What follows belongs to an exercise in optimizing a design on an open flow for small area, a short achievable clock period and few clock cycles per item; a production flow would make more cautious choices. Function was not checked in any run shown here: the RTL went through the layout flow alone.

==> flow/design.v (outline; a module is shown in full before it is edited, if it fits) <==
// module vector_magnitude_offset: 1268 lines
module vector_magnitude_offset #(
    parameter int SAMPLE_WIDTH = 16
) (
    input  wire logic        clk,
    input  wire logic        rst_n,
    input  wire logic        pair_valid,
    output logic             pair_ready,
    input  wire logic [15:0] pair_x_value,
    input  wire logic [15:0] pair_y_value,
    input  wire logic        pair_last_in,
    output logic             result_valid,
    input  wire logic        result_ready,
    output logic [15:0]      result_magnitude,
    output logic             result_last_out
);
  // ...
==> flow/run.sh <==
#!/bin/bash
# synth_recipe.tcl (not shown) runs the flow's synth.tcl, then flattens the netlist and writes it again
# the make line also repeats each setting of config.mk as NAME=value (left out here)
make -C /OpenROAD-flow-scripts/flow DESIGN_CONFIG=/design/flow/config.mk WORK_HOME=/design/flow/orfs CLKGATE_MAP_FILE= SYNTH_SCRIPT=/design/flow/synth_recipe.tcl finish
==> flow/config.mk <==
export PLATFORM = sky130hd
export DESIGN_NAME = vector_magnitude_offset
export DESIGN_NICKNAME = vector_magnitude_offset
export VERILOG_FILES = /design/flow/design.v
export SDC_FILE = /design/flow/constraint.sdc
export NUM_CORES = 4
export LEC_CHECK = 0
export ABC_CLOCK_PERIOD_IN_PS = 3500
export CAP_MARGIN = 20
export CORE_MARGIN = 2
export CORE_UTILIZATION = 40
export PLACE_DENSITY = 0.6
export SETUP_SLACK_MARGIN = 3.5
export SLEW_MARGIN = 20
==> flow/constraint.sdc <==
create_clock -name core_clock -period 7.0 [get_ports {clk}]
set_input_delay 1.4000 -clock core_clock [delete_from_list [all_inputs] [get_ports {clk}]]
set_output_delay 1.4000 -clock core_clock [all_outputs]
set_load 0.01 [all_outputs]
==> impl_metrics.yaml, run 1 <==
synth:
  yosysMostFrequentCell: "inv_1"
  synth-seq-cells: 404
  synthesis.nets: 3529
  synthAdderAreaFrac: 0.286
  yosysTopAreaCell: "edfxtp_1"
setup_path:
  crit_start: "p6_q[2]"
  critPathTopFamily: "compound AO/OA/AOI/OAI gates"
  crit_path_end_kind: "register"
placed_design:
  io_buffer_count: 55
clock_network:
  clk_latency_ns: 0.59
  cts_tree: "built"
  clk_pin_slew_ns: 0.08
final_layout:
  reg_top3: "p2_n: 32 flops, p3_n: 24 flops, p4_n: 20 flops"
  largest_reg_flops: 32
drt:
  met2_length_um: 32800
  highest_layer: "met4"
hold_path:
  whs_endpoint: "p6_last"
  hold_depth: 0
  hold_path_class: "reg2reg"
outcome:
  status: "finished clean"
grt:
  gr-usage-met1: 0.191
timing:
  whs_ns: 0.404
  tightestPinTransition_ns: 0.980
==> run 2, diff against run 1 <==
--- a/flow/config.mk
+++ b/flow/config.mk
@@ -5,10 +5,10 @@
 export SDC_FILE = /design/flow/constraint.sdc
 export NUM_CORES = 4
 export LEC_CHECK = 0
-export ABC_CLOCK_PERIOD_IN_PS = 3500
+export ABC_CLOCK_PERIOD_IN_PS = 3000
 export CAP_MARGIN = 20
 export CORE_MARGIN = 2
 export CORE_UTILIZATION = 40
 export PLACE_DENSITY = 0.6
-export SETUP_SLACK_MARGIN = 3.5
+export SETUP_SLACK_MARGIN = 4.0
 export SLEW_MARGIN = 20
==> run 2 against run 1 <==
  * Clock skew shrank 0.0050 ns
  * Via count grew 5.7%
  * Count of clock-buffer cells in the layout is the same
  * Die area is the same
==> impl_metrics.yaml, run 2 <==
synth:
  synthDistinctLibCells: 91
  syn_area_sq_mm: 0.0318
  synthArstFlopShare: 0.0297
  synth_top_area_share: 0.354
  synth-seq-area-share: 0.374
  synth_flop_cell: "edfxtp_1"
  yosys-top-cells-area: "edfxtp_1, fa_1, ha_1"
  synthTopCellsByCount: "inv_1, edfxtp_1, ha_1"
  avgSynthCellArea_sq_um: 10.9
  synth-seq-cells: 404
  syn_inst: 2906
  yosysTopAreaCell: "edfxtp_1"
  synth_edf_count: 375
  ys_warn_count: 1
  synthesis.nets: 3529
  yosysMostFrequentCell: "inv_1"
timing:
  fmax_mhz: 298
  setup_ws_ns: 3.64
  finalSetupTns_ns: 0
  hold_viol: 0
  rsz0062_at_grt: "true"
  slew_headroom: 0.390
  fin_crit_sh: 0.480
  setup_viol: 0
  tightestPinTransition_ns: 0.915
  whs_ns: 0.408
  fin_crit_ns: 3.36
  drv_slew: 0
  fin_skew_ns: 0.0212
setup_path:
  worstRegToRegCells: 8
  worstSetupPathType: "reg2reg"
  reg2reg_setup_slack_ns: 3.64
  crit_path_end_kind: "register"
  startpoint_type: "register"
  timing.rr.end: "p1_m18_1"
  reg2reg_from: "p0_a[3]"
  crit_required_ns: 7.31
  worst-path-max-fanout: 5
  arrival_ns: 3.67
final_layout:
  syn2layout_area_growth_pct: 20.6
  final_util: 0.486
  diodes: 0
  layout_commonest_cell: "inv_1"
  drive_gt1_frac: 0.193
  reg_top3: "p2_n: 32 flops, p3_n: 24 flops, p4_n: 20 flops"
  largest_reg_flops: 32
  regMostFlops: "p2_n"
  most-common-layout-cells: "inv_1, edfxtp_1, ha_1"
  fin_nets: 3764
die:
  coreArea_sq_mm: 0.0789
  initial_core_util: 0.403
  die-area_sq_mm: 0.0817
  row_count: 103
  die_w_um: 286
  die_y_um: 286
  io_pins: 56
placed_design:
  hpwlAfterDp_um: 48700
  post-place-ws_ns: 3.24
  place_congestion: 0.858
  io_buffer_count: 55
clock_network:
  clk_pin_slew_ns: 0.06
  cts.hold.buffers_added: 0
  clockRootBuffer: "clkbuf_16"
  cts_tree: "built"
  ctsHtreeMaxLevel: 2
  cts_buffer_depth: 3
  clk_latency_ns: 0.58
  cts_sinks: 404
  cts_buffers: 47
drt:
  vias_per_cell: 5.11
  ant_nets: 0
  wirelength_um: 68900
  dr_total_vias: 21600
  drcViolationCount: 0
  drt-initial-drc-count: 1118
  wl_per_cell_um: 16.3
  drt_first_pass_iters: 5
grt:
  grt_pass1_wl_um: 113000
  grt.overflow.total: 0
  grt_max_degree: 165
  grt_pass1_vias: 22500
  antenna_found_initial: 0
  gr-usage-all-layers: 0.167
hold_path:
  hold_path_class: "reg2reg"
  whs_endpoint: "p5_n[6]"
  hold_depth: 0
  min_from: "p4_n[6]"
outcome:
  status: "finished clean"
flow_run:
  drv_cap: 0
==> run 2: worst max-delay path by stage <==
stage	from	to	slack (ns)
4_1_cts	p7_q[4]	p8_r[1]	3.68
6_report	p0_a[3]	p1_m18_1	3.64
5_1_grt	p6_q[1]	p7_r[7]	3.56
3_3_place_gp	p7_q[4]	p8_r[1]	3.30
3_5_place_dp	p7_q[5]	p8_r[1]	3.24
2_1_floorplan	skid_v	p0_a[0]	0.75
==> run 2: cells by family (layout without fill, tap and decap cells) <==
| group | after synthesis | count (layout) | share of synthesized area |
|---|---|---|---|
| xor gates and xnor gates | 157 | 157 | 0.0433 |
| and+or+nand+nor | 678 | 678 | 0.105 |
| muxes | 63 | 63 | 0.0208 |
| DFF | 404 | 404 | 0.374 |
| buffers and inverters | 501 | 769 | 0.0599 |
| adders and majority gates | 586 | 586 | 0.286 |
| AOI/OAI and AO/OA | 517 | 520 | 0.110 |
==> run 2: metrics by stage <==
stage          instances  instance area [sq um]
6_report            4227                  38300
2_1_floorplan       2906                  32200
5_1_grt             4227                  38300
3_5_place_dp        3960                  33800
3_3_place_gp        3960                  33800
4_1_cts             4185                  37500
==> run 2: worst max-delay path: stages, from the launching register on <==
cell	delay [ns]
edfxtp_1	0.50
and2_1	0.24
fa_2	0.44
fa_2	0.55
inv_2	0.04
fa_2	0.52
inv_2	0.04
fa_2	0.33
fa_2	0.43
==> run 2: final cells by class <==
type / count / area, sq um
fillers: 6953 / 40500
well taps: 1050 / 1310
clock buffers: 56 / 1270
clock inverters: 29 / 293
flip-flops and latches: 404 / 11900
repair buffers: 241 / 2280
multi-input cells: 2004 / 19600
inverters: 443 / 1670
==> run 2: routing by layer <==
layer / vias to the layer above / track usage / wire, um
met3: 109 / 0.0202 / 2460
met4: 0 / 0.0457 / 1520
met2: 398 / 0.291 / 34000
li1: 10400 / - / -
met1: 10600 / 0.218 / 30900
met5: - / 0 / 0
==> run 2: timing repair <==
action                                  4_1_cts  5_1_grt
pin swaps                                   102      109
gates cloned                                  6        0
gates resized for setup                     228      111
endpoints found under the setup margin      114      120
setup buffers                               134       42
==> run 3, diff against run 2 <==
--- a/flow/config.mk
+++ b/flow/config.mk
@@ -5,10 +5,10 @@
 export SDC_FILE = /design/flow/constraint.sdc
 export NUM_CORES = 4
 export LEC_CHECK = 0
-export ABC_CLOCK_PERIOD_IN_PS = 3000
+export ABC_CLOCK_PERIOD_IN_PS = 4000
 export CAP_MARGIN = 20
 export CORE_MARGIN = 2
 export CORE_UTILIZATION = 40
 export PLACE_DENSITY = 0.6
-export SETUP_SLACK_MARGIN = 4.0
+export SETUP_SLACK_MARGIN = 3.0
 export SLEW_MARGIN = 20
==> run 3 against run 2 <==
  * Final cell count is 4.2% lower
  * Worst hold slack got worse by 0.0043 ns
  * Largest cell class unchanged
  * Core utilization is 4.2 points lower
  * Critical path type unchanged
  * Count of clock-buffer cells in the layout unchanged
  * Synthesized cell count stayed put
  * Still clean on timing, DRC and antenna
==> impl_metrics.yaml, run 3 <==
outcome:
  status: "finished clean"
clock_network:
  cts_tree: "built"
  cts_buffers: 46
  clk_latency_ns: 0.59
  cts_buffer_depth: 3
  cts.hold.buffers_added: 0
  cts.repair.resized: 0
  ctsHtreeMaxLevel: 2
  cts_sinks: 404
  post-cts-setup-buffers: 0
  clk_pin_slew_ns: 0.08
  clockRootBuffer: "clkbuf_16"
synth:
  avgSynthCellArea_sq_um: 10.9
  synthesis.nets: 3529
  synth_top_area_share: 0.354
  synth-seq-cells: 404
  yosysMostFrequentCell: "inv_1"
  yosys-top-cells-area: "edfxtp_1, fa_1, ha_1"
  synthArstFlopShare: 0.0297
  synthTopCellsByCount: "inv_1, edfxtp_1, ha_1"
  synth_edf_count: 375
  synthDistinctLibCells: 91
  ys_warn_count: 1
  synth-seq-area-share: 0.374
  syn_area_sq_mm: 0.0318
  yosysTopAreaCell: "edfxtp_1"
  syn_inst: 2906
  synth_flop_cell: "edfxtp_1"
die:
  die_y_um: 286
  coreArea_sq_mm: 0.0789
  io_pins: 56
  die-area_sq_mm: 0.0817
  row_count: 103
  initial_core_util: 0.403
  die_w_um: 286
hold_path:
  min_from: "p5_last"
  hold_path_class: "reg2reg"
  whs_endpoint: "p6_last"
  hold_depth: 0
timing:
  fmax_mhz: 273
  finalSetupTns_ns: 0
  setup_ws_ns: 3.34
  whs_ns: 0.404
  slew_headroom: 0.343
  fin_crit_sh: 0.523
  hold_viol: 0
  fin_skew_ns: 0.0272
  tightestPinTransition_ns: 0.985
  fin_crit_ns: 3.66
  rsz0062_at_grt: "false"
  drv_slew: 0
  setup_viol: 0
setup_path:
  worstSetupPathType: "reg2reg"
  worstRegToRegCells: 12
  crit_required_ns: 7.31
  timing.rr.end: "p8_r[1]"
  reg2reg_from: "p7_q[2]"
  reg2reg_setup_slack_ns: 3.34
  worst-path-max-fanout: 25
  arrival_ns: 3.97
  crit_path_end_kind: "register"
  startpoint_type: "register"
grt:
  grt.overflow.total: 0
  grt_max_degree: 171
  grt_pass1_vias: 20800
  antenna_found_initial: 1
  gr-usage-all-layers: 0.156
  grt_pass1_wl_um: 104000
final_layout:
  most-common-layout-cells: "inv_1, edfxtp_1, ha_1"
  largest_reg_flops: 32
  layout_commonest_cell: "inv_1"
  fill_cells: 7450
  syn2layout_area_growth_pct: 10.3
  layout.cells.non_filler: 4049
  fin_nets: 3584
  regMostFlops: "p2_n"
  reg_top3: "p2_n: 32 flops, p3_n: 24 flops, p4_n: 20 flops"
  drive_gt1_frac: 0.0470
  diodes: 0
drt:
  wirelength_um: 62900
  dr_total_vias: 20100
  vias_per_cell: 4.97
  drcViolationCount: 0
  wl_per_cell_um: 15.5
  ant_nets: 0
  drt_first_pass_iters: 5
  drt-initial-drc-count: 926
placed_design:
  place_inst: 3963
  io_buffer_count: 55
  place_congestion: 0.838
  post-place-ws_ns: 3.25
  hpwlAfterDp_um: 48600
flow_run:
  drv_cap: 0
run 3: how the worst max path moves through the flow:
stage	start	end	slack [ns]	cells after the start
2_1_floorplan	skid_v	p0_a[0]	0.75	2
3_3_place_gp	p2_n[28]	p3_r[1]	3.25	15
3_5_place_dp	pair_x_value[3]	p0_a[13]	3.25	8
4_1_cts	p2_n[28]	p3_r[1]	3.24	15
5_1_grt	p7_q[2]	p8_r[1]	3.03	12
6_report	p7_q[2]	p8_r[1]	3.34	12
run 3: area by class of cell:
class | count | area [sq um] | share of cell area
clock buffers | 56 | 1230 | 0.0351
inverters | 443 | 1670 | 0.0476
well taps | 1050 | 1310 | 0.0375
clock inverters | 30 | 313 | 0.00892
flip-flops and latches | 404 | 11900 | 0.340
multi-input cells | 2001 | 18000 | 0.513
repair buffers | 65 | 638 | 0.0182
run 3: logic make-up after synthesis:
group	synth area share
buffers and inverters	0.0599
muxes	0.0208
and+or+nand+nor	0.105
DFF	0.374
AOI/OAI and AO/OA	0.110
xor gates and xnor gates	0.0433
adders and majority gates	0.286
run 3: per-layer routing:
metal  part of all wire  global-route usage  routed length, um
met5                  0                   0                  0
met4              0.032              0.0537               2010
met3              0.028              0.0183               1770
met2               0.50               0.286              31600
met1               0.44               0.190              27500
run 3: per-stage QoR:
| step | utilization | cell area, sq um |
|---|---|---|
| 2_1_floorplan | - | 31800 |
| 3_3_place_gp | 0.425 | 33500 |
| 5_1_grt | 0.444 | 35000 |
| 3_5_place_dp | 0.425 | 33500 |
| 4_1_cts | 0.444 | 35000 |
| 6_report | 0.444 | 35000 |
run 3: critical path: stages, from the launching register on:
cell      delay, ns
edfxtp_1       0.48
ha_1           0.34
fa_1           0.50
inv_1          0.04
ha_1           0.21
or3_1          0.41
o211a_1        0.25
o21ai_1        0.20
nand3_1        0.12
a31oi_2        0.17
buf_4          0.29
a21boi_2       0.28
mux2i_1        0.10
==> run 4, diff against run 3 <==
--- a/flow/config.mk
+++ b/flow/config.mk
@@ -5,10 +5,10 @@
 export SDC_FILE = /design/flow/constraint.sdc
 export NUM_CORES = 4
 export LEC_CHECK = 0
-export ABC_CLOCK_PERIOD_IN_PS = 4000
+export ABC_CLOCK_PERIOD_IN_PS = 3300
 export CAP_MARGIN = 20
 export CORE_MARGIN = 2
 export CORE_UTILIZATION = 40
 export PLACE_DENSITY = 0.6
-export SETUP_SLACK_MARGIN = 3.0
+export SETUP_SLACK_MARGIN = 3.7
 export SLEW_MARGIN = 20
==> run 4 against run 3 <==
  * Wire length up 13%
  * Critical path depth shrank 4
  * First-iteration DRC count is 35% higher
  * Final cell count increased by 2.8%
  * Synthesized cell count stayed put
  * Via count increased by 6.5%
  * Worst hold slack better by 0.0083 ns
  * Fmax increased by 7.3%
  * Clock skew rose by 0.0025 ns
  * Sequential share of layout area down 1.7 points
==> impl_metrics.yaml, run 4 <==
drt:
  wirelength_um: 71200
  dr_total_vias: 21400
  wl_per_cell_um: 17.1
  ant_nets: 0
  drt_first_pass_iters: 5
  drcViolationCount: 0
  drt-initial-drc-count: 1249
  vias_per_cell: 5.15
final_layout:
  diodes: 0
  most-common-layout-cells: "inv_1, edfxtp_1, ha_1"
  layout_commonest_cell: "inv_1"
  fin_nets: 3699
  drive_gt1_frac: 0.129
  seq_area_sq_mm: 0.0119
  reg_top3: "p2_n: 32 flops, p3_n: 24 flops, p4_n: 20 flops"
  multi_input_comb_area_sq_mm: 0.0188
  layout.cells.non_filler: 4161
  final_area_sq_mm: 0.0369
  largest_reg_flops: 32
  syn2layout_area_growth_pct: 16.1
  fill_cells: 7154
  regMostFlops: "p2_n"
hold_path:
  min_from: "p4_n[7]"
  hold_depth: 0
  hold_path_class: "reg2reg"
  whs_endpoint: "p5_n[7]"
die:
  io_pins: 56
  die_w_um: 286
  die-area_sq_mm: 0.0817
  initial_core_util: 0.403
  coreArea_sq_mm: 0.0789
  die_y_um: 286
  row_count: 103
synth:
  syn_inst: 2906
  synthTopCellsByCount: "inv_1, edfxtp_1, ha_1"
  synth_edf_count: 375
  synth-seq-area-share: 0.374
  synth_top_area_share: 0.354
  ys_warn_count: 1
  yosysTopAreaCell: "edfxtp_1"
  yosys-top-cells-area: "edfxtp_1, fa_1, ha_1"
  avgSynthCellArea_sq_um: 10.9
  synth_flop_cell: "edfxtp_1"
  synthArstFlopShare: 0.0297
  yosysMostFrequentCell: "inv_1"
  syn_area_sq_mm: 0.0318
  synthDistinctLibCells: 91
  synth-seq-cells: 404
  synthesis.nets: 3529
placed_design:
  placed_cell_area_sq_mm: 0.0335
  hpwlAfterDp_um: 51300
  io_buffer_count: 55
  place_inst: 3960
  place_congestion: 0.884
clock_network:
  clockRootBuffer: "clkbuf_16"
  clk_pin_slew_ns: 0.06
  cts_tree: "built"
  cts_buffers: 47
  cts_buffer_depth: 3
  clk_latency_ns: 0.59
  ctsHtreeMaxLevel: 2
  cts_sinks: 404
flow_run:
  drv_cap: 0
setup_path:
  arrival_ns: 3.75
  critPathSlowestCell: "edfxtp_1"
  reg2reg_setup_slack_ns: 3.59
  crit_required_ns: 7.34
  timing.rr.end: "p1_m18_1"
  worst-path-max-fanout: 5
  slowest_delay_ns: 0.56
  crit_top_cell: "fa_2"
  startpoint_type: "register"
  worstRegToRegCells: 8
  crit_path_end_kind: "register"
  reg2reg_from: "p0_a[4]"
  worstSetupPathType: "reg2reg"
  path_cells: "and2_4 > fa_2 > fa_2 > inv_2 > fa_2 > inv_2 > fa_2 > fa_2"
timing:
  fin_skew_ns: 0.0297
  tightestPinTransition_ns: 1.07
  drv_slew: 0
  setup_viol: 0
  slew_headroom: 0.287
  whs_ns: 0.413
  hold_viol: 0
  fmax_mhz: 293
  fin_crit_sh: 0.487
  fin_crit_ns: 3.41
  rsz0062_at_grt: "true"
  finalSetupTns_ns: 0
grt:
  antenna_found_initial: 0
  grt_pass1_wl_um: 115000
  grt_pass1_vias: 22700
  grt_max_degree: 168
  gr-usage-all-layers: 0.172
  grt.overflow.total: 0
outcome:
  status: "finished clean"
==> run 4: worst max-delay path by stage <==
| stage | from | end | slack [ns] | depth (start not counted) |
|---|---|---|---|---|
| 6_report | p0_a[4] | p1_m18_1 | 3.59 | 8 |
| 4_1_cts | p6_q[2] | p7_r[1] | 3.62 | 13 |
| 2_1_floorplan | skid_v | p0_a[0] | 0.75 | 2 |
| 3_5_place_dp | p7_q[2] | p8_r[1] | 3.16 | 12 |
| 5_1_grt | p7_q[3] | p8_r[1] | 3.47 | 12 |
| 3_3_place_gp | p7_q[1] | p8_r[1] | 3.22 | 12 |
==> run 4: cells by family (layout without fill, tap and decap cells) <==
logic type,count (synthesis),after routing,share of synthesized area
muxes,63,63,0.0208
buffers and inverters,501,704,0.0599
xor gates and xnor gates,157,157,0.0433
AOI/OAI and AO/OA,517,519,0.110
and+or+nand+nor,678,678,0.105
DFF,404,404,0.374
adders and majority gates,586,586,0.286
==> run 4: through the flow <==
step / worst slack [ns] / util
after global routing: 3.47 / 0.468
after CTS: 3.62 / 0.457
final: 3.59 / 0.468
after detailed placement: 3.16 / 0.425
after floorplan: 0.753 / -
after global placement: 3.22 / 0.425
==> run 4: layout make-up <==
class                      instances  share of cell area
clock inverter                    30             0.00759
clock buffer                      54              0.0340
inverter                         443              0.0451
multi-input combinational       2003               0.509
tap                             1050              0.0356
sequential                       404               0.322
timing repair buffer             177              0.0458
==> run 4: per-layer routing <==
metal,wire length (um),up-vias,track usage
met5,0,-,0
met4,2260,0,0.0614
met3,2230,145,0.0215
met2,38000,389,0.328
met1,28800,10600,0.197
li1,-,10300,-
==> run 4: repair_timing <==
action	CTS	global route
buffers inserted	62	50
hold buffers	0	0
gates resized for setup	101	96
setup endpoints to repair	83	79
gates cloned	3	2
pin swaps	50	49
==> run 4: critical path, delay by kind of cell (launching register included) <==
family,cells,cell delay [ns]
simple gates,1,0.23
fa+ha+maj,5,2.28
flops,1,0.56
buf+inv,2,0.09
==> run 5, diff against run 4 <==
==> flow/config.mk (replaced) <==
export PLATFORM = sky130hd
export DESIGN_NAME = vector_magnitude_offset
export DESIGN_NICKNAME = vector_magnitude_offset
export VERILOG_FILES = /design/flow/design.v
export SDC_FILE = /design/flow/constraint.sdc
export NUM_CORES = 4
export LEC_CHECK = 0
export ABC_CLOCK_PERIOD_IN_PS = 3500
export CAP_MARGIN = 20
export CORE_MARGIN = 2
export CORE_UTILIZATION = 55
export PLACE_DENSITY = 0.75
export SETUP_SLACK_MARGIN = 3.5
export SLEW_MARGIN = 20
==> run 5 against run 4 <==
  * Still clean on timing, DRC and antenna
  * Worst hold slack worse by 0.0035 ns
  * Design area is 3.9% lower
  * Register-to-register slack worse by 0.07 ns
  * Fmax is 2.0% lower
  * Critical path depth is 5 higher
  * First-iteration DRC count is 2.5% higher
  * Worst setup slack worse by 0.070 ns
  * Flip-flop and latch count stayed put
==> impl_metrics.yaml, run 5 <==
outcome:
  status: "finished clean"
synth:
  synthTopCellsByCount: "inv_1, edfxtp_1, ha_1"
  yosysMostFrequentCell: "inv_1"
  syn_area_sq_mm: 0.0318
  synthesis.nets: 3529
  synthArstFlopShare: 0.0297
  synth_flop_cell: "edfxtp_1"
  synthAdderAreaFrac: 0.286
  synth_xor_area_frac: 0.0433
  yosys-top-cells-area: "edfxtp_1, fa_1, ha_1"
  synthSimpleGateAreaFrac: 0.105
  synth.area.mux_share: 0.0208
  synth_compound_area_frac: 0.110
  synth_top_area_share: 0.354
  ys_warn_count: 1
  synth_edf_count: 375
  synth-seq-cells: 404
  yosysTopAreaCell: "edfxtp_1"
  synth_top_family_by_area: "adder cells"
  avgSynthCellArea_sq_um: 10.9
  synth-seq-area-share: 0.374
  syn_inst: 2906
  synthDistinctLibCells: 91
final_layout:
  regMostFlops: "p2_n"
  syn2layout_area_growth_pct: 11.6
  diodes: 0
  drive_gt1_frac: 0.0821
  fin_nets: 3646
  reg_top3: "p2_n: 32 flops, p3_n: 24 flops, p4_n: 20 flops"
  layout_commonest_cell: "inv_1"
  fill_cells: 4381
  layout.cells.non_filler: 3824
  most-common-layout-cells: "inv_1, edfxtp_1, ha_1"
  largest_reg_flops: 32
die:
  die-area_sq_mm: 0.0597
  die_w_um: 244
  io_pins: 56
  coreArea_sq_mm: 0.0574
  row_count: 88
  initial_core_util: 0.554
  die_y_um: 244
placed_design:
  io_buffer_count: 55
  place_inst: 3676
  hpwlAfterDp_um: 47500
  place_congestion: 0.893
clock_network:
  cts_tree: "built"
  cts_buffer_depth: 3
  clk_pin_slew_ns: 0.06
  ctsHtreeMaxLevel: 2
  clk_latency_ns: 0.59
  clockRootBuffer: "clkbuf_16"
  cts_sinks: 404
  cts_buffers: 45
grt:
  grt_max_degree: 192
  gr-usage-all-layers: 0.217
  antenna_found_initial: 0
  grt_pass1_wl_um: 107000
  grt_pass1_vias: 22300
  grt.overflow.total: 0
setup_path:
  reg2reg_from: "p7_q[3]"
  slowest_delay_ns: 0.51
  timing.rr.end: "p8_r[10]"
  crit_path_end_kind: "register"
  arrival_ns: 3.87
  worstSetupPathType: "reg2reg"
  worst-path-max-fanout: 5
  reg2reg_setup_slack_ns: 3.52
  path_cells: "ha_1 > fa_1 > inv_1 > ha_2 > or3_4 > o211a_1 > o21ai_2 > nand3_2 > a31oi_4 > buf_6 > buf_4 > nor2_1 > a31oi_1"
  crit_required_ns: 7.39
  startpoint_type: "register"
  critPathSlowestCell: "edfxtp_1"
  worstRegToRegCells: 13
drt:
  wl_per_cell_um: 16.9
  dr_total_vias: 21400
  drt-initial-drc-count: 1280
  drcViolationCount: 0
  drt_first_pass_iters: 6
  vias_per_cell: 5.59
  wirelength_um: 64500
  ant_nets: 0
flow_run:
  drv_cap: 0
timing:
  fmax_mhz: 287
  setup_viol: 0
  slew_headroom: 0.302
  finalSetupTns_ns: 0
  tightestPinTransition_ns: 1.05
  drv_slew: 0
  rsz0062_at_grt: "true"
  fin_crit_ns: 3.48
  hold_viol: 0
  fin_skew_ns: 0.0297
  fin_crit_sh: 0.497
hold_path:
  whs_endpoint: "p7_n[1]"
  hold_path_class: "reg2reg"
  min_from: "p6_n[1]"
  hold_depth: 0
==> run 5: cell counts after synthesis <==
Identical to the previous run, type by type.
==> run 5: logic make-up (layout without fill, tap and decap cells) <==
family,Yosys count,in the layout
and+or+nand+nor,678,678
adders and majority gates,586,586
AOI/OAI and AO/OA,517,518
buffers and inverters,501,653
DFF,404,404
xor gates and xnor gates,157,157
muxes,63,63
==> run 5: final cells by class <==
cell class                      count  area [sq um]  area share
Tap cell                          765           957      0.0270
Multi-Input combinational cell   2002         18300       0.517
Clock inverter                     27           253     0.00712
Timing Repair Buffer              127          1160      0.0328
Clock buffer                       56          1200      0.0338
Sequential cell                   404         11900       0.335
Inverter                          443          1670      0.0470
==> run 5: routing by layer <==
metal  track usage  part of all wire
met1         0.273              0.43
met2         0.386              0.50
met3        0.0284             0.043
met4        0.0698             0.026
met5             0                 0
==> run 5: worst max path at each step <==
stage / start / end / slack [ns] / cells after the start
3_3_place_gp: p2_n[28] / p3_r[1] / 3.33 / 15
2_1_floorplan: skid_v / p0_a[0] / 0.75 / 2
5_1_grt: p2_n[28] / p3_r[1] / 3.44 / 15
3_5_place_dp: p2_n[28] / p3_r[1] / 3.21 / 15
6_report: p7_q[3] / p8_r[10] / 3.52 / 13
4_1_cts: p7_q[2] / p8_r[2] / 3.50 / 11
==> run 5: repair_timing <==
item                                    4_1_cts  5_1_grt
hold buffers                                  0        0
cloned                                        3        3
resized for setup                            21       56
endpoints found under the setup margin       42       59
pin swaps                                     6       27
setup buffers                                27       32
==> run 5: per-stage QoR <==
stage          worst slack, ns  hold slack (ns)  cell area [sq um]  utilization
3_3_place_gp              3.33            0.401              33100        0.578
5_1_grt                   3.44            0.422              35500        0.618
6_report                  3.52            0.409              35500        0.618
4_1_cts                   3.50            0.416              34900        0.609
3_5_place_dp              3.21            0.405              33100        0.578
2_1_floorplan            0.753            0.400              31800            -
==> run 5: critical path, delay by kind of cell, from the launching register on <==
kind	cells	cell delay [ns]
buf+inv	3	0.34
flops	1	0.51
compound gates	4	0.92
simple gates	3	0.49
fa+ha+maj	3	1.02

## afterwards: timing with drivers on the ports
The results above use ideal ports. As a check the final layouts listed here were re-extracted and re-timed, cells and wires unchanged. Step 1 assumes that a clkbuf_16 drives the clock port and a buf_2 every other input. Step 2 times the ports against the registers' clock, not the clock port: input delays grow and output delays shrink by t, the midpoint of the rising clock arrivals with the driver on. a / b / c = ideal / step 1 / step 2; a / b = the first two.
| run | t, ns | setup slack, ns | worst hold slack (ns) | slew at the worst register clock pin (ns) | worst slew at a driven data input, ns |
|---|---|---|---|---|---|
| run 1 | 0.641 | 3.598 / 3.598 / 3.231 | 0.404 / 0.404 / 0.404 | 0.08 / 0.08 | 0.05 |
| run 2 | 0.627 | 3.643 / 3.643 / 3.518 | 0.408 / 0.408 / 0.408 | 0.07 / 0.07 | 0.04 |
| run 3 | 0.641 | 3.341 / 3.341 / 3.234 | 0.404 / 0.404 / 0.404 | 0.08 / 0.08 | 0.04 |
| run 4 | 0.647 | 3.590 / 3.590 / 3.295 | 0.413 / 0.413 / 0.413 | 0.06 / 0.06 | 0.06 |
| run 5 | 0.633 | 3.520 / 3.520 / 3.258 | 0.409 / 0.409 / 0.409 | 0.07 / 0.07 | 0.04 |
After both steps every run listed still meets setup and hold. The setup slack of run 1, which loses most, moves by 0.000 ns with the drivers and by -0.367 ns with both steps.
